This design comes from an exercise in tuning for small area, a short achievable clock period and few clock cycles per item on the open sky130 flow, not from production work.
No run shown here included a check of the RTL's function; only the layout flow was run.
Power figures rest on the tool's default switching activity, not on a simulated workload.

`design.v`:
```
`timescale 1ns/1ns
`default_nettype none
module carry_select_adder #(
    parameter int WIDTH = 64
) (
    input  logic             clk,
    input  logic             arst_n,
    input  logic             in_valid,
    input  logic             cin,
    input  logic [WIDTH-1:0] a,
    input  logic [WIDTH-1:0] b,
    output logic             out_valid,
    output logic             cout,
    output logic [WIDTH-1:0] sum
);
    wire [31:0] lo_a = a[31:0];
    wire [31:0] lo_b = b[31:0];
    wire [31:0] hi_a = a[63:32];
    wire [31:0] hi_b = b[63:32];
    wire [31:0] lo_p = lo_a ^ lo_b;
    wire [31:0] lo_g0 = {lo_a[31:1] & lo_b[31:1], (lo_a[0] & lo_b[0]) | (lo_p[0] & cin)};
    wire [31:0] lo_t0 = {lo_p[31:1], 1'b0};
    wire lo_g_1_1 = lo_g0[1] | (lo_t0[1] & lo_g0[0]);
    wire lo_t_1_1 = lo_t0[1] & lo_t0[0];
    wire lo_g_1_3 = lo_g0[3] | (lo_t0[3] & lo_g0[2]);
    wire lo_t_1_3 = lo_t0[3] & lo_t0[2];
    wire lo_g_1_5 = lo_g0[5] | (lo_t0[5] & lo_g0[4]);
    wire lo_t_1_5 = lo_t0[5] & lo_t0[4];
    wire lo_g_1_7 = lo_g0[7] | (lo_t0[7] & lo_g0[6]);
    wire lo_t_1_7 = lo_t0[7] & lo_t0[6];
    wire lo_g_1_9 = lo_g0[9] | (lo_t0[9] & lo_g0[8]);
    wire lo_t_1_9 = lo_t0[9] & lo_t0[8];
    wire lo_g_1_11 = lo_g0[11] | (lo_t0[11] & lo_g0[10]);
    wire lo_t_1_11 = lo_t0[11] & lo_t0[10];
    wire lo_g_1_13 = lo_g0[13] | (lo_t0[13] & lo_g0[12]);
    wire lo_t_1_13 = lo_t0[13] & lo_t0[12];
    wire lo_g_1_15 = lo_g0[15] | (lo_t0[15] & lo_g0[14]);
    wire lo_t_1_15 = lo_t0[15] & lo_t0[14];
    wire lo_g_1_17 = lo_g0[17] | (lo_t0[17] & lo_g0[16]);
    wire lo_t_1_17 = lo_t0[17] & lo_t0[16];
    wire lo_g_1_19 = lo_g0[19] | (lo_t0[19] & lo_g0[18]);
    wire lo_t_1_19 = lo_t0[19] & lo_t0[18];
    wire lo_g_1_21 = lo_g0[21] | (lo_t0[21] & lo_g0[20]);
    wire lo_t_1_21 = lo_t0[21] & lo_t0[20];
    wire lo_g_1_23 = lo_g0[23] | (lo_t0[23] & lo_g0[22]);
    wire lo_t_1_23 = lo_t0[23] & lo_t0[22];
    wire lo_g_1_25 = lo_g0[25] | (lo_t0[25] & lo_g0[24]);
    wire lo_t_1_25 = lo_t0[25] & lo_t0[24];
    wire lo_g_1_27 = lo_g0[27] | (lo_t0[27] & lo_g0[26]);
    wire lo_t_1_27 = lo_t0[27] & lo_t0[26];
    wire lo_g_1_29 = lo_g0[29] | (lo_t0[29] & lo_g0[28]);
    wire lo_t_1_29 = lo_t0[29] & lo_t0[28];
    wire lo_g_1_31 = lo_g0[31] | (lo_t0[31] & lo_g0[30]);
    wire lo_t_1_31 = lo_t0[31] & lo_t0[30];
    wire lo_g_2_3 = lo_g_1_3 | (lo_t_1_3 & lo_g_1_1);
    wire lo_t_2_3 = lo_t_1_3 & lo_t_1_1;
    wire lo_g_2_7 = lo_g_1_7 | (lo_t_1_7 & lo_g_1_5);
    wire lo_t_2_7 = lo_t_1_7 & lo_t_1_5;
    wire lo_g_2_11 = lo_g_1_11 | (lo_t_1_11 & lo_g_1_9);
    wire lo_t_2_11 = lo_t_1_11 & lo_t_1_9;
    wire lo_g_2_15 = lo_g_1_15 | (lo_t_1_15 & lo_g_1_13);
    wire lo_t_2_15 = lo_t_1_15 & lo_t_1_13;
    wire lo_g_2_19 = lo_g_1_19 | (lo_t_1_19 & lo_g_1_17);
    wire lo_t_2_19 = lo_t_1_19 & lo_t_1_17;
    wire lo_g_2_23 = lo_g_1_23 | (lo_t_1_23 & lo_g_1_21);
    wire lo_t_2_23 = lo_t_1_23 & lo_t_1_21;
    wire lo_g_2_27 = lo_g_1_27 | (lo_t_1_27 & lo_g_1_25);
    wire lo_t_2_27 = lo_t_1_27 & lo_t_1_25;
    wire lo_g_2_31 = lo_g_1_31 | (lo_t_1_31 & lo_g_1_29);
    wire lo_t_2_31 = lo_t_1_31 & lo_t_1_29;
    wire lo_g_3_5 = lo_g_1_5 | (lo_t_1_5 & lo_g_2_3);
    wire lo_t_3_5 = lo_t_1_5 & lo_t_2_3;
    wire lo_g_3_7 = lo_g_2_7 | (lo_t_2_7 & lo_g_2_3);
    wire lo_t_3_7 = lo_t_2_7 & lo_t_2_3;
    wire lo_g_3_13 = lo_g_1_13 | (lo_t_1_13 & lo_g_2_11);
    wire lo_t_3_13 = lo_t_1_13 & lo_t_2_11;
    wire lo_g_3_15 = lo_g_2_15 | (lo_t_2_15 & lo_g_2_11);
    wire lo_t_3_15 = lo_t_2_15 & lo_t_2_11;
    wire lo_g_3_21 = lo_g_1_21 | (lo_t_1_21 & lo_g_2_19);
    wire lo_t_3_21 = lo_t_1_21 & lo_t_2_19;
    wire lo_g_3_23 = lo_g_2_23 | (lo_t_2_23 & lo_g_2_19);
    wire lo_t_3_23 = lo_t_2_23 & lo_t_2_19;
    wire lo_g_3_29 = lo_g_1_29 | (lo_t_1_29 & lo_g_2_27);
    wire lo_t_3_29 = lo_t_1_29 & lo_t_2_27;
    wire lo_g_3_31 = lo_g_2_31 | (lo_t_2_31 & lo_g_2_27);
    wire lo_t_3_31 = lo_t_2_31 & lo_t_2_27;
    wire lo_g_4_9 = lo_g_1_9 | (lo_t_1_9 & lo_g_3_7);
    wire lo_t_4_9 = lo_t_1_9 & lo_t_3_7;
    wire lo_g_4_11 = lo_g_2_11 | (lo_t_2_11 & lo_g_3_7);
    wire lo_t_4_11 = lo_t_2_11 & lo_t_3_7;
    wire lo_g_4_13 = lo_g_3_13 | (lo_t_3_13 & lo_g_3_7);
    wire lo_t_4_13 = lo_t_3_13 & lo_t_3_7;
    wire lo_g_4_15 = lo_g_3_15 | (lo_t_3_15 & lo_g_3_7);
    wire lo_t_4_15 = lo_t_3_15 & lo_t_3_7;
    wire lo_g_4_25 = lo_g_1_25 | (lo_t_1_25 & lo_g_3_23);
    wire lo_t_4_25 = lo_t_1_25 & lo_t_3_23;
    wire lo_g_4_27 = lo_g_2_27 | (lo_t_2_27 & lo_g_3_23);
    wire lo_t_4_27 = lo_t_2_27 & lo_t_3_23;
    wire lo_g_4_29 = lo_g_3_29 | (lo_t_3_29 & lo_g_3_23);
    wire lo_t_4_29 = lo_t_3_29 & lo_t_3_23;
    wire lo_g_4_31 = lo_g_3_31 | (lo_t_3_31 & lo_g_3_23);
    wire lo_t_4_31 = lo_t_3_31 & lo_t_3_23;
    wire lo_g_5_17 = lo_g_1_17 | (lo_t_1_17 & lo_g_4_15);
    wire lo_t_5_17 = lo_t_1_17 & lo_t_4_15;
    wire lo_g_5_19 = lo_g_2_19 | (lo_t_2_19 & lo_g_4_15);
    wire lo_t_5_19 = lo_t_2_19 & lo_t_4_15;
    wire lo_g_5_21 = lo_g_3_21 | (lo_t_3_21 & lo_g_4_15);
    wire lo_t_5_21 = lo_t_3_21 & lo_t_4_15;
    wire lo_g_5_23 = lo_g_3_23 | (lo_t_3_23 & lo_g_4_15);
    wire lo_t_5_23 = lo_t_3_23 & lo_t_4_15;
    wire lo_g_5_25 = lo_g_4_25 | (lo_t_4_25 & lo_g_4_15);
    wire lo_t_5_25 = lo_t_4_25 & lo_t_4_15;
    wire lo_g_5_27 = lo_g_4_27 | (lo_t_4_27 & lo_g_4_15);
    wire lo_t_5_27 = lo_t_4_27 & lo_t_4_15;
    wire lo_g_5_29 = lo_g_4_29 | (lo_t_4_29 & lo_g_4_15);
    wire lo_t_5_29 = lo_t_4_29 & lo_t_4_15;
    wire lo_g_5_31 = lo_g_4_31 | (lo_t_4_31 & lo_g_4_15);
    wire lo_t_5_31 = lo_t_4_31 & lo_t_4_15;
    wire lo_g_6_2 = lo_g0[2] | (lo_t0[2] & lo_g_1_1);
    wire lo_t_6_2 = lo_t0[2] & lo_t_1_1;
    wire lo_g_6_4 = lo_g0[4] | (lo_t0[4] & lo_g_2_3);
    wire lo_t_6_4 = lo_t0[4] & lo_t_2_3;
    wire lo_g_6_6 = lo_g0[6] | (lo_t0[6] & lo_g_3_5);
    wire lo_t_6_6 = lo_t0[6] & lo_t_3_5;
    wire lo_g_6_8 = lo_g0[8] | (lo_t0[8] & lo_g_3_7);
    wire lo_t_6_8 = lo_t0[8] & lo_t_3_7;
    wire lo_g_6_10 = lo_g0[10] | (lo_t0[10] & lo_g_4_9);
    wire lo_t_6_10 = lo_t0[10] & lo_t_4_9;
    wire lo_g_6_12 = lo_g0[12] | (lo_t0[12] & lo_g_4_11);
    wire lo_t_6_12 = lo_t0[12] & lo_t_4_11;
    wire lo_g_6_14 = lo_g0[14] | (lo_t0[14] & lo_g_4_13);
    wire lo_t_6_14 = lo_t0[14] & lo_t_4_13;
    wire lo_g_6_16 = lo_g0[16] | (lo_t0[16] & lo_g_4_15);
    wire lo_t_6_16 = lo_t0[16] & lo_t_4_15;
    wire lo_g_6_18 = lo_g0[18] | (lo_t0[18] & lo_g_5_17);
    wire lo_t_6_18 = lo_t0[18] & lo_t_5_17;
    wire lo_g_6_20 = lo_g0[20] | (lo_t0[20] & lo_g_5_19);
    wire lo_t_6_20 = lo_t0[20] & lo_t_5_19;
    wire lo_g_6_22 = lo_g0[22] | (lo_t0[22] & lo_g_5_21);
    wire lo_t_6_22 = lo_t0[22] & lo_t_5_21;
    wire lo_g_6_24 = lo_g0[24] | (lo_t0[24] & lo_g_5_23);
    wire lo_t_6_24 = lo_t0[24] & lo_t_5_23;
    wire lo_g_6_26 = lo_g0[26] | (lo_t0[26] & lo_g_5_25);
    wire lo_t_6_26 = lo_t0[26] & lo_t_5_25;
    wire lo_g_6_28 = lo_g0[28] | (lo_t0[28] & lo_g_5_27);
    wire lo_t_6_28 = lo_t0[28] & lo_t_5_27;
    wire lo_g_6_30 = lo_g0[30] | (lo_t0[30] & lo_g_5_29);
    wire lo_t_6_30 = lo_t0[30] & lo_t_5_29;
    wire [32:0] lo_c = {lo_g_5_31, lo_g_6_30, lo_g_5_29, lo_g_6_28, lo_g_5_27, lo_g_6_26, lo_g_5_25, lo_g_6_24, lo_g_5_23, lo_g_6_22, lo_g_5_21, lo_g_6_20, lo_g_5_19, lo_g_6_18, lo_g_5_17, lo_g_6_16, lo_g_4_15, lo_g_6_14, lo_g_4_13, lo_g_6_12, lo_g_4_11, lo_g_6_10, lo_g_4_9, lo_g_6_8, lo_g_3_7, lo_g_6_6, lo_g_3_5, lo_g_6_4, lo_g_2_3, lo_g_6_2, lo_g_1_1, lo_g0[0], cin};
    wire [31:0] lo_s = lo_p ^ lo_c[31:0];
    wire [31:0] hi_p = hi_a ^ hi_b;
    wire [31:0] hi_g0 = hi_a & hi_b;
    wire [31:0] hi_t0 = {hi_p[31:1], 1'b0};
    wire hi_g_1_1 = hi_g0[1] | (hi_t0[1] & hi_g0[0]);
    wire hi_t_1_1 = hi_t0[1] & hi_t0[0];
    wire hi_g_1_3 = hi_g0[3] | (hi_t0[3] & hi_g0[2]);
    wire hi_t_1_3 = hi_t0[3] & hi_t0[2];
    wire hi_g_1_5 = hi_g0[5] | (hi_t0[5] & hi_g0[4]);
    wire hi_t_1_5 = hi_t0[5] & hi_t0[4];
    wire hi_g_1_7 = hi_g0[7] | (hi_t0[7] & hi_g0[6]);
    wire hi_t_1_7 = hi_t0[7] & hi_t0[6];
    wire hi_g_1_9 = hi_g0[9] | (hi_t0[9] & hi_g0[8]);
    wire hi_t_1_9 = hi_t0[9] & hi_t0[8];
    wire hi_g_1_11 = hi_g0[11] | (hi_t0[11] & hi_g0[10]);
    wire hi_t_1_11 = hi_t0[11] & hi_t0[10];
    wire hi_g_1_13 = hi_g0[13] | (hi_t0[13] & hi_g0[12]);
    wire hi_t_1_13 = hi_t0[13] & hi_t0[12];
    wire hi_g_1_15 = hi_g0[15] | (hi_t0[15] & hi_g0[14]);
    wire hi_t_1_15 = hi_t0[15] & hi_t0[14];
    wire hi_g_1_17 = hi_g0[17] | (hi_t0[17] & hi_g0[16]);
    wire hi_t_1_17 = hi_t0[17] & hi_t0[16];
    wire hi_g_1_19 = hi_g0[19] | (hi_t0[19] & hi_g0[18]);
    wire hi_t_1_19 = hi_t0[19] & hi_t0[18];
    wire hi_g_1_21 = hi_g0[21] | (hi_t0[21] & hi_g0[20]);
    wire hi_t_1_21 = hi_t0[21] & hi_t0[20];
    wire hi_g_1_23 = hi_g0[23] | (hi_t0[23] & hi_g0[22]);
    wire hi_t_1_23 = hi_t0[23] & hi_t0[22];
    wire hi_g_1_25 = hi_g0[25] | (hi_t0[25] & hi_g0[24]);
    wire hi_t_1_25 = hi_t0[25] & hi_t0[24];
    wire hi_g_1_27 = hi_g0[27] | (hi_t0[27] & hi_g0[26]);
    wire hi_t_1_27 = hi_t0[27] & hi_t0[26];
    wire hi_g_1_29 = hi_g0[29] | (hi_t0[29] & hi_g0[28]);
    wire hi_t_1_29 = hi_t0[29] & hi_t0[28];
    wire hi_g_1_31 = hi_g0[31] | (hi_t0[31] & hi_g0[30]);
    wire hi_t_1_31 = hi_t0[31] & hi_t0[30];
    wire hi_g_2_3 = hi_g_1_3 | (hi_t_1_3 & hi_g_1_1);
    wire hi_t_2_3 = hi_t_1_3 & hi_t_1_1;
    wire hi_g_2_7 = hi_g_1_7 | (hi_t_1_7 & hi_g_1_5);
    wire hi_t_2_7 = hi_t_1_7 & hi_t_1_5;
    wire hi_g_2_11 = hi_g_1_11 | (hi_t_1_11 & hi_g_1_9);
    wire hi_t_2_11 = hi_t_1_11 & hi_t_1_9;
    wire hi_g_2_15 = hi_g_1_15 | (hi_t_1_15 & hi_g_1_13);
    wire hi_t_2_15 = hi_t_1_15 & hi_t_1_13;
    wire hi_g_2_19 = hi_g_1_19 | (hi_t_1_19 & hi_g_1_17);
    wire hi_t_2_19 = hi_t_1_19 & hi_t_1_17;
    wire hi_g_2_23 = hi_g_1_23 | (hi_t_1_23 & hi_g_1_21);
    wire hi_t_2_23 = hi_t_1_23 & hi_t_1_21;
    wire hi_g_2_27 = hi_g_1_27 | (hi_t_1_27 & hi_g_1_25);
    wire hi_t_2_27 = hi_t_1_27 & hi_t_1_25;
    wire hi_g_2_31 = hi_g_1_31 | (hi_t_1_31 & hi_g_1_29);
    wire hi_t_2_31 = hi_t_1_31 & hi_t_1_29;
    wire hi_g_3_5 = hi_g_1_5 | (hi_t_1_5 & hi_g_2_3);
    wire hi_t_3_5 = hi_t_1_5 & hi_t_2_3;
    wire hi_g_3_7 = hi_g_2_7 | (hi_t_2_7 & hi_g_2_3);
    wire hi_t_3_7 = hi_t_2_7 & hi_t_2_3;
    wire hi_g_3_13 = hi_g_1_13 | (hi_t_1_13 & hi_g_2_11);
    wire hi_t_3_13 = hi_t_1_13 & hi_t_2_11;
    wire hi_g_3_15 = hi_g_2_15 | (hi_t_2_15 & hi_g_2_11);
    wire hi_t_3_15 = hi_t_2_15 & hi_t_2_11;
    wire hi_g_3_21 = hi_g_1_21 | (hi_t_1_21 & hi_g_2_19);
    wire hi_t_3_21 = hi_t_1_21 & hi_t_2_19;
    wire hi_g_3_23 = hi_g_2_23 | (hi_t_2_23 & hi_g_2_19);
    wire hi_t_3_23 = hi_t_2_23 & hi_t_2_19;
    wire hi_g_3_29 = hi_g_1_29 | (hi_t_1_29 & hi_g_2_27);
    wire hi_t_3_29 = hi_t_1_29 & hi_t_2_27;
    wire hi_g_3_31 = hi_g_2_31 | (hi_t_2_31 & hi_g_2_27);
    wire hi_t_3_31 = hi_t_2_31 & hi_t_2_27;
    wire hi_g_4_9 = hi_g_1_9 | (hi_t_1_9 & hi_g_3_7);
    wire hi_t_4_9 = hi_t_1_9 & hi_t_3_7;
    wire hi_g_4_11 = hi_g_2_11 | (hi_t_2_11 & hi_g_3_7);
    wire hi_t_4_11 = hi_t_2_11 & hi_t_3_7;
    wire hi_g_4_13 = hi_g_3_13 | (hi_t_3_13 & hi_g_3_7);
    wire hi_t_4_13 = hi_t_3_13 & hi_t_3_7;
    wire hi_g_4_15 = hi_g_3_15 | (hi_t_3_15 & hi_g_3_7);
    wire hi_t_4_15 = hi_t_3_15 & hi_t_3_7;
    wire hi_g_4_25 = hi_g_1_25 | (hi_t_1_25 & hi_g_3_23);
    wire hi_t_4_25 = hi_t_1_25 & hi_t_3_23;
    wire hi_g_4_27 = hi_g_2_27 | (hi_t_2_27 & hi_g_3_23);
    wire hi_t_4_27 = hi_t_2_27 & hi_t_3_23;
    wire hi_g_4_29 = hi_g_3_29 | (hi_t_3_29 & hi_g_3_23);
    wire hi_t_4_29 = hi_t_3_29 & hi_t_3_23;
    wire hi_g_4_31 = hi_g_3_31 | (hi_t_3_31 & hi_g_3_23);
    wire hi_t_4_31 = hi_t_3_31 & hi_t_3_23;
    wire hi_g_5_17 = hi_g_1_17 | (hi_t_1_17 & hi_g_4_15);
    wire hi_t_5_17 = hi_t_1_17 & hi_t_4_15;
    wire hi_g_5_19 = hi_g_2_19 | (hi_t_2_19 & hi_g_4_15);
    wire hi_t_5_19 = hi_t_2_19 & hi_t_4_15;
    wire hi_g_5_21 = hi_g_3_21 | (hi_t_3_21 & hi_g_4_15);
    wire hi_t_5_21 = hi_t_3_21 & hi_t_4_15;
    wire hi_g_5_23 = hi_g_3_23 | (hi_t_3_23 & hi_g_4_15);
    wire hi_t_5_23 = hi_t_3_23 & hi_t_4_15;
    wire hi_g_5_25 = hi_g_4_25 | (hi_t_4_25 & hi_g_4_15);
    wire hi_t_5_25 = hi_t_4_25 & hi_t_4_15;
    wire hi_g_5_27 = hi_g_4_27 | (hi_t_4_27 & hi_g_4_15);
    wire hi_t_5_27 = hi_t_4_27 & hi_t_4_15;
    wire hi_g_5_29 = hi_g_4_29 | (hi_t_4_29 & hi_g_4_15);
    wire hi_t_5_29 = hi_t_4_29 & hi_t_4_15;
    wire hi_g_5_31 = hi_g_4_31 | (hi_t_4_31 & hi_g_4_15);
    wire hi_t_5_31 = hi_t_4_31 & hi_t_4_15;
    wire hi_g_6_2 = hi_g0[2] | (hi_t0[2] & hi_g_1_1);
    wire hi_t_6_2 = hi_t0[2] & hi_t_1_1;
    wire hi_g_6_4 = hi_g0[4] | (hi_t0[4] & hi_g_2_3);
    wire hi_t_6_4 = hi_t0[4] & hi_t_2_3;
    wire hi_g_6_6 = hi_g0[6] | (hi_t0[6] & hi_g_3_5);
    wire hi_t_6_6 = hi_t0[6] & hi_t_3_5;
    wire hi_g_6_8 = hi_g0[8] | (hi_t0[8] & hi_g_3_7);
    wire hi_t_6_8 = hi_t0[8] & hi_t_3_7;
    wire hi_g_6_10 = hi_g0[10] | (hi_t0[10] & hi_g_4_9);
    wire hi_t_6_10 = hi_t0[10] & hi_t_4_9;
    wire hi_g_6_12 = hi_g0[12] | (hi_t0[12] & hi_g_4_11);
    wire hi_t_6_12 = hi_t0[12] & hi_t_4_11;
    wire hi_g_6_14 = hi_g0[14] | (hi_t0[14] & hi_g_4_13);
    wire hi_t_6_14 = hi_t0[14] & hi_t_4_13;
    wire hi_g_6_16 = hi_g0[16] | (hi_t0[16] & hi_g_4_15);
    wire hi_t_6_16 = hi_t0[16] & hi_t_4_15;
    wire hi_g_6_18 = hi_g0[18] | (hi_t0[18] & hi_g_5_17);
    wire hi_t_6_18 = hi_t0[18] & hi_t_5_17;
    wire hi_g_6_20 = hi_g0[20] | (hi_t0[20] & hi_g_5_19);
    wire hi_t_6_20 = hi_t0[20] & hi_t_5_19;
    wire hi_g_6_22 = hi_g0[22] | (hi_t0[22] & hi_g_5_21);
    wire hi_t_6_22 = hi_t0[22] & hi_t_5_21;
    wire hi_g_6_24 = hi_g0[24] | (hi_t0[24] & hi_g_5_23);
    wire hi_t_6_24 = hi_t0[24] & hi_t_5_23;
    wire hi_g_6_26 = hi_g0[26] | (hi_t0[26] & hi_g_5_25);
    wire hi_t_6_26 = hi_t0[26] & hi_t_5_25;
    wire hi_g_6_28 = hi_g0[28] | (hi_t0[28] & hi_g_5_27);
    wire hi_t_6_28 = hi_t0[28] & hi_t_5_27;
    wire hi_g_6_30 = hi_g0[30] | (hi_t0[30] & hi_g_5_29);
    wire hi_t_6_30 = hi_t0[30] & hi_t_5_29;
    wire [32:0] hi_c = {hi_g_5_31, hi_g_6_30, hi_g_5_29, hi_g_6_28, hi_g_5_27, hi_g_6_26, hi_g_5_25, hi_g_6_24, hi_g_5_23, hi_g_6_22, hi_g_5_21, hi_g_6_20, hi_g_5_19, hi_g_6_18, hi_g_5_17, hi_g_6_16, hi_g_4_15, hi_g_6_14, hi_g_4_13, hi_g_6_12, hi_g_4_11, hi_g_6_10, hi_g_4_9, hi_g_6_8, hi_g_3_7, hi_g_6_6, hi_g_3_5, hi_g_6_4, hi_g_2_3, hi_g_6_2, hi_g_1_1, hi_g0[0], 1'b0};
    wire [31:0] hi_s = hi_p ^ hi_c[31:0];
    logic [31:0] lo_sum_q;
    logic        lo_cout_q;
    logic [31:0] hi_sum_q;
    logic        hi_cout_q;
    always_ff @(posedge clk or negedge arst_n)
    begin
        if (!arst_n)
        begin
            out_valid <= 1'b0;
        end
        else
        begin
            out_valid <= in_valid;
        end
    end
    always_ff @(posedge clk)
    begin
        lo_sum_q  <= lo_s;
        lo_cout_q <= lo_c[32];
        hi_sum_q  <= hi_s;
        hi_cout_q <= hi_c[32];
    end
    assign sum[31:0]  = lo_sum_q;
    assign sum[63:32] = hi_sum_q + {31'd0, lo_cout_q};
    assign cout       = hi_cout_q | (lo_cout_q & (&hi_sum_q));
endmodule
`default_nettype wire
```
`flow/run.sh`:
```
#!/bin/bash
# Standard layout, but the port buffers are plain buf cells instead of the
# delay buffer buffer_ports picks by itself.
set -euo pipefail
cd "$(dirname "$0")/.."
export BUFFER_PORTS_ARGS="-buffer_cell ${PORT_BUF:-sky130_fd_sc_hd__buf_1}"
export ADDER_MAP_FILE=
bash standard.sh > standard_flow.log 2>&1
```
`standard.sh`:
```
#!/bin/bash
# synth_recipe.tcl (not shown) runs the flow's synth.tcl, then flattens the netlist and writes it again
# the make line also repeats each setting of config.mk as NAME=value (left out here)
make -C /OpenROAD-flow-scripts/flow DESIGN_CONFIG=/design/flow/config.mk WORK_HOME=/design/flow/orfs CLKGATE_MAP_FILE= SYNTH_SCRIPT=/design/flow/synth_recipe.tcl "${@:-finish}"
```
`config.mk`:
```
export PLATFORM = sky130hd
export DESIGN_NAME = carry_select_adder
export DESIGN_NICKNAME = carry_select_adder
export VERILOG_FILES = /design/flow/design.v
export SDC_FILE = /design/flow/constraint.sdc
export NUM_CORES = 4
export LEC_CHECK = 0
export ABC_AREA = 1
export CAP_MARGIN = 20
export CORE_MARGIN = 2
export CORE_UTILIZATION = 40
export SLEW_MARGIN = 20
```
`constraint.sdc`:
```
create_clock -name core_clock -period 3.5 [get_ports {clk}]
set_input_delay 0.7000 -clock core_clock [delete_from_list [all_inputs] [get_ports {clk}]]
set_output_delay 0.7000 -clock core_clock [all_outputs]
set_load 0.01 [all_outputs]
```
==> metrics.md, run 1 <==
| Metric | Value |
|---|---|
| Flops & latches, synth | `67` |
| Max Fclk | `approximately 350 MHz` |
| Row cnt | `40` |
| Area delta synth->final | `25.9%` |
| CTS Sinks | `67` |
| Max H-tree Level | `3` |
| Netlist area before placement | `5030 µm²` |
| Status | `timing/DRC/antenna clean` |
| Final Max Tran Viols | `0` |
| Initial antenna violation count | `1` |
| Num CTS Buffers | `9` |
| Final Cycle Share | `0.812` |
| Relative slew slack | `0.742` |
| Most common cell after layout, fill and taps aside | `nand2_1` |
| Post-CTS setup buffers | `0` |
| Initial Utilization | `0.414` |
| Vias in the first global route | `4714` |
| PwrDens | `459 nW/µm²` |
| Most frequent cells in the layout | `225 x nand2_1, 197 x buf_1, 125 x nor2_1` |
| CP Capture Type | `primary output` |
| Final setup viols | `0` |
| CTS tree | `yes` |
| DIE HEIGHT | `116 µm` |
| Post-CTS Resized | `0` |
| Critical setup path kind | `reg2out` |
| Hold Path Class | `in2async` |
| Max Cap Viol | `0` |
| Count of different cell masters after synthesis | `30` |
| Final HPWL DP | `slightly above 10000 µm` |
| Cell family contributing the most delay on the critical path | `simple AND/OR/NAND/NOR gates` |
| IO buf count | `roughly 200` |
| Chip width | `116 µm` |
| Post-detailed-route wirelength per cell | `9.99 µm` |
| Die ar. | `about 14000 µm²` |
| Worst path bufs/invs | `2` |
| Cell mode on critical path | `nand2_2` |
| Clock-pin slew on the worst setup and hold paths | `0.06 ns` |
| GRT overflow | `0` |
| CTS Hold Bufs | `0` |
| Critical path's largest stage delay | `0.41 ns` |
| Kind of start point of the critical path | `flip-flop` |
| Worst endpoint required time | `2.80 ns` |
| DR iter-0 viols | `214` |
| WHS | `between 0.1 and 0.15 ns` |
| Seq/Total Area, Yosys | `0.267` |
| P_leak | `~3.2 nW` |
| Post-synth EDFFs | `0` |
| Synth warnings | `1` |
| Worst path depth | `10` |
| Clock Path Buffers | `2` |
| Largest net degree at the start of global routing | `13` |
| IO Pins | `between 150 and 200` |
| Syn Inst Count | `809` |
| Core box area | `about 12000 µm²` |
| Nets | `1149` |
| Via count | `5242` |
| Drt drc | `0` |
| Setup TNS | `0 ns` |
| Crit path time final | `2.84 ns` |
| Most used DFF post-synth | `dfxtp_1` |
| Share of cells above drive strength 1 | `0.0949` |
| Asr flop ratio synth | `0.0149` |
| Number of hold violations in the final report | `0` |
| First-pass DRT Iterations | `4` |
| Total track usage | `0.184` |
| Total wire length | `11900 µm` |
| Clk root buf | `clkbuf_16` |
| Routability Congestion | `0.858` |
| Residual antenna-violating net count after detailed routing | `0` |
| Slew @ Worst Pin | `0.384 ns` |
| Crit-path cells | `nand2_2 > nor2_4 > nand2_2 > inv_2 > nand2_4 > nor4_1 > nand4_1 > nor2_1 > xor2_1 > buf_1` |
| CP arrival | `approximately 2.1 ns` |
| Net Count, Synth | `around 940` |
| RSZ-0062 raised after global routing | `no` |
| Critical path peak fanout | `5` |
| First-pass GRT wire length | `19900 µm` |
| Max IR drop VDD | `0.270 mV` |
| Syn Area/Cell | `6.22 µm²` |
| CP max-delay cell | `dfxtp_1` |
| Vias/cell | `4.40` |
-- per-layer routing --
| metal | GRT usage | routed length (µm) | up-vias |
|---|---|---|---|
| met4 | 0.0460 | 66 | 0 |
| met5 | 0 | 0 | - |
| li1 | - | - | 2910 |
| met1 | 0.208 | 5170 | 2185 |
| met2 | 0.316 | 5540 | 142 |
| met3 | 0.0851 | 1130 | 5 |
-- flip-flops by register name, summed over array words and instances (netlist names) --
signal     count
hi_sum_q      32
lo_sum_q      32
hi_cout_q      1
lo_cout_q      1
out_valid      1
-- final timing paths --
| path | startpoint | end | slack (ns) |
|---|---|---|---|
| setup / recovery | lo_cout_q | sum[58] | 0.66 |
| max in group asynchronous | arst_n | out_valid | 3.29 |
| hold / removal | arst_n | out_valid | 0.12 |
| min in group core_clock | in_valid | out_valid | 0.46 |
-- report_power, final --
part           total [mW]  internal [mW]  switching [mW]
Combinational       0.850          0.312           0.538
Sequential           1.00          0.911          0.0938
Clock                1.06          0.715           0.341
-- cell usage after synthesis, types with 5 or more instances --
| library cell | number | area [µm²] |
|---|---|---|
| or2_2 | 5 | 31.3 |
| nor2_1 | 125 | 469 |
| nor2_2 | 19 | 119 |
| xnor2_1 | 19 | 166 |
| nand2_1 | 225 | 845 |
| nand2_4 | 11 | 124 |
| inv_2 | 8 | 30.0 |
| nand2_2 | 27 | 169 |
| dfxtp_1 | 66 | 1320 |
| a21oi_1 | 43 | 215 |
| inv_1 | 106 | 398 |
| o21ai_0 | 10 | 50.1 |
| nor3_1 | 10 | 50.1 |
| xor2_1 | 62 | 543 |
| nand4_1 | 10 | 62.6 |
| nand3_1 | 30 | 150 |
-- area by class of cell --
type                            instances  area, µm²
Antenna cell                            1       2.50
Multi-Input combinational cell        628       3260
Timing Repair Buffer                  197        739
Inverter                              114        428
Fill cell                            1280       5820
Clock inverter                          6        113
Clock buffer                           10        239
Tap cell                              168        210
Sequential cell                        67       1350
-- stage by stage --
step | setup slack, ns | util | instance area (µm²) | instances | power, mW
after floorplan | 1.25 | - | 5030 | 809 | 1.58
after global placement | 1.04 | 0.492 | 5980 | 1174 | 1.87
after detailed placement | 1.01 | 0.492 | 5980 | 1174 | 1.87
after CTS | 0.604 | 0.521 | 6340 | 1190 | 2.95
after global routing | 0.409 | 0.521 | 6340 | 1190 | 3.11
final | 0.657 | 0.521 | 6340 | 1191 | 2.91
-- kinds of logic after synthesis --
| kind of cell | after synthesis | share of synthesized area |
|---|---|---|
| DFF | 67 | 0.267 |
| AOI/OAI and AO/OA | 66 | 0.0696 |
| xor gates and xnor gates | 83 | 0.147 |
| and+or+nand+nor | 479 | 0.431 |
| buffers and inverters | 114 | 0.0850 |
==> run 2: changes to the inputs <==
--- a/config.mk
+++ b/config.mk
@@ -11,2 +11,3 @@
 export CORE_UTILIZATION = 40
+export SETUP_SLACK_MARGIN = 1.4
 export SLEW_MARGIN = 20
==> metrics.md, run 2 <==
| Metric | Value |
|---|---|
| Status | `timing/DRC/antenna clean (unchanged)` |
| Via count | `5377 (was 5242)` |
| Syn Inst Count | `809 (unchanged)` |
| Net Count, Synth | `941 (unchanged)` |
| Max Cap Viol | `0 (unchanged)` |
| Initial antenna violation count | `1 (unchanged)` |
| Vias/cell | `4.43 (was 4.40)` |
| DR iter-0 viols | `160 (was 214)` |
| Synth top area cells | `dfxtp_1 26%, nand2_1 17%, xor2_1 11% (unchanged)` |
| Flops & latches, synth | `67 (unchanged)` |
| Row cnt | `40 (unchanged)` |
| Final HPWL DP | `10200 µm (was 10300 µm)` |
| Final Max Tran Viols | `0 (unchanged)` |
| Drt drc | `0 (unchanged)` |
| Total track usage | `0.185 (was 0.184)` |
| Top-count cell post-synth | `nand2_1 (unchanged)` |
| Number of hold violations in the final report | `0 (unchanged)` |
| Kind of start point of the critical path | `flip-flop (unchanged)` |
| P_leak | `3.50 nW (was 3.24 nW)` |
| Fill count | `1267 (was 1280)` |
| Syn Area/Cell | `6.22 µm² (unchanged)` |
| Area delta synth->final | `34.2% (was 25.9%)` |
| CTS tree | `yes (unchanged)` |
| Max H-tree Level | `3 (unchanged)` |
| Routability Congestion | `0.847 (was 0.858)` |
| Switch Pwr | `1.03 mW (was 973 µW)` |
| Design Area, Final | `6760 µm² (was 6340 µm²)` |
| Count of different cell masters after synthesis | `30 (unchanged)` |
| Critical path peak fanout | `5 (unchanged)` |
| Critical setup path kind | `reg2out (unchanged)` |
| Final Cycle Share | `0.775 (was 0.812)` |
| Initial Utilization | `0.414 (unchanged)` |
| Clock-pin slew on the worst setup and hold paths | `0.06 ns (about the same)` |
| CP arrival | `2.01 ns (was 2.14 ns)` |
| Total wire length | `12400 µm (was 11900 µm)` |
| Yosys top cell area share | `0.262 (unchanged)` |
| IO buf count | `197 (unchanged)` |
| Worst path bufs/invs | `2 (unchanged)` |
| Setup TNS | `0 ns (unchanged)` |
| Largest net degree at the start of global routing | `13 (unchanged)` |
| Cell family contributing the most delay on the critical path | `simple AND/OR/NAND/NOR gates (unchanged)` |
| Vias in the first global route | `4741 (was 4714)` |
| Num CTS Buffers | `9 (unchanged)` |
| RSZ-0062 raised after global routing | `yes (was no)` |
| Most frequent cells in the layout | `220 x nand2_1, 167 x buf_1, 110 x nor2_1 (was 225 x nand2_1, 197 x buf_1, 125 x nor2_1)` |
| Sequential share of power | `0.357 (was 0.345)` |
| Most used DFF post-synth | `dfxtp_1 (unchanged)` |
| Net Sw Frac | `0.363 (was 0.334)` |
| CP max-delay cell | `dfxtp_4 (was dfxtp_1)` |
| Critical path's largest stage delay | `0.37 ns (was 0.41 ns)` |
| Seq/Total Area, Yosys | `0.267 (unchanged)` |
| First-pass DRT Iterations | `4 (unchanged)` |
| Crit-path cells | `nand2_1 > nor2_1 > inv_2 > nor4_4 > nand4_1 > nor2_2 > xor2_1 > buf_2 (was nand2_2 > nor2_4 > nand2_2 > inv_2 > nand2_4 > nor4_1 > nand4_1 > nor2_1 > xor2_1 > buf_1)` |
| DIE HEIGHT | `116 µm (unchanged)` |
| Largest regs | `hi_sum_q: 32 flops, lo_sum_q: 32 flops (unchanged)` |
| Die ar. | `13500 µm² (unchanged)` |
| Power, Total | `2.82 mW (was 2.91 mW)` |
| Residual antenna-violating net count after detailed routing | `0 (unchanged)` |
| Placed cell area | `6030 µm² (was 5980 µm²)` |
| CTS Sinks | `67 (unchanged)` |
| Hold Path Class | `in2async (unchanged)` |
| IO Pins | `198 (unchanged)` |
| Max IR drop VDD | `0.302 mV (was 0.270 mV)` |
| Final setup viols | `0 (unchanged)` |
| Crit path time final | `2.71 ns (was 2.84 ns)` |
| Combinational share of power | `0.344 (was 0.292)` |
| Clock Path Buffers | `2 (unchanged)` |
| Most common cell after layout, fill and taps aside | `nand2_1 (unchanged)` |
| Asr flop ratio synth | `0.0149 (unchanged)` |
| Area leader, netlist | `dfxtp_1 (unchanged)` |
| Netlist area before placement | `5030 µm² (unchanged)` |
| Slew @ Worst Pin | `0.397 ns (was 0.384 ns)` |
| Internal Power | `1.80 mW (was 1.94 mW)` |
| Share of cells above drive strength 1 | `0.199 (was 0.0949)` |
| Clk root buf | `clkbuf_16 (unchanged)` |
| Relative slew slack | `0.733 (was 0.742)` |
| GRT overflow | `0 (unchanged)` |
| Synth warnings | `1 (unchanged)` |
| Post-synth EDFFs | `0 (unchanged)` |
| Worst endpoint required time | `2.80 ns (about the same)` |
| Antenna diodes | `0 (was 1)` |
| Post-detailed-route wirelength per cell | `10.2 µm (was 9.99 µm)` |
| First-pass GRT wire length | `19800 µm (was 19900 µm)` |
| Max Fclk | `369 MHz (was 352 MHz)` |
| Nets | `1173 (was 1149)` |
| PwrDens | `418 nW/µm² (was 459 nW/µm²)` |
| Chip width | `116 µm (unchanged)` |
| Clock power share | `0.298 (was 0.363)` |
| CP Capture Type | `primary output (unchanged)` |
| Core box area | `12200 µm² (unchanged)` |
| Post-synth top cells | `225 x nand2_1, 125 x nor2_1, 106 x inv_1 (unchanged)` |
==> run 2: cell families after synthesis <==
family,count (synthesis),share of synthesized area
XOR/XNOR,83,0.147
AO/OA/AOI/OAI,66,0.0696
AND/OR/NAND/NOR,479,0.431
flip-flops,67,0.267
buffers and inverters,114,0.0850
==> run 2: metrics by stage <==
stage | std cells | hold WS [ns] | worst slack [ns] | util
after global routing | 1214 | 0.104 | 0.622 | 0.556
after global placement | 1174 | 0.477 | 1.04 | 0.496
after detailed placement | 1174 | 0.464 | 1.03 | 0.496
after CTS | 1208 | 0.0946 | 0.758 | 0.542
after floorplan | 809 | 0.404 | 1.29 | -
final | 1214 | 0.110 | 0.789 | 0.556
==> run 2: repair_timing <==
item | 4_1_cts | 5_1_grt
hold buffers | 0 | 0
pin swaps | 22 | 25
buffers inserted | 18 | 6
endpoints found under the hold margin | 0 | 0
setup endpoints to repair | 29 | 37
gates resized for setup | 63 | 36
cloned | 0 | 0
==> run 2: final timing paths <==
| check | cells past startpoint | start | slack [ns] | end |
|---|---|---|---|---|
| worst min-delay path | 1 | arst_n | 0.11 | out_valid |
| max in group asynchronous | 1 | arst_n | 3.29 | out_valid |
| min in group core_clock | 1 | in_valid | 0.47 | out_valid |
| worst max-delay path | 8 | hi_sum_q[10] | 0.79 | sum[58] |
==> run 2: metal layers <==
metal	GRT usage	wire, µm	up-vias
met5	0	12	-
met2	0.323	6030	129
met4	0.0500	147	2
met3	0.0861	1020	13
li1	-	-	2961
met1	0.204	5180	2272
==> run 2: layout make-up <==
class | instances | area (µm²) | share of cell area
Clock buffer | 10 | 239 | 0.0354
Clock inverter | 6 | 41.3 | 0.00611
Inverter | 114 | 428 | 0.0633
Multi-Input combinational cell | 628 | 3490 | 0.517
Sequential cell | 67 | 1380 | 0.204
Tap cell | 168 | 210 | 0.0311
Timing Repair Buffer | 221 | 967 | 0.143
==> run 2: power by group through the flow <==
stage	Combinational, mW	Clock, mW	Sequential, mW
after floorplan	0.557	0	1.04
final	0.973	0.843	1.01
after CTS	0.937	0.871	1.01
after global placement	0.865	0	1.02
after detailed placement	0.868	0	1.02
after global routing	1.09	0.907	1.02

[static timing again, ports no longer ideal]
In the flow no input, the clock included, has a driving cell. The finished layouts below were timed again as built, in two steps.
Step 1 assumes that a clkbuf_16 drives the clock port and a buf_2 every other input.
Step 2 times the ports against the registers' clock, not the clock port: input delays grow and output delays shrink by t, the midpoint of the rising clock arrivals with the driver on.
a / b / c = no drivers / after step 1 / after step 2; a / b = the first two.
| run | t, ns | slack for setup (ns) | hold slack, ns | worst register clock-pin slew, ns | pins driven straight from the clock port |
|---|---|---|---|---|---|
| run 1 | 0.368 | 0.657 / 0.619 / 0.987 | 0.116 / 0.105 / 0.473 | 0.06 / 0.06 | 1 |
| run 2 | 0.375 | 0.789 / 0.751 / 1.126 | 0.110 / 0.098 / 0.473 | 0.06 / 0.06 | 1 |
After both steps every run listed still meets setup and hold.
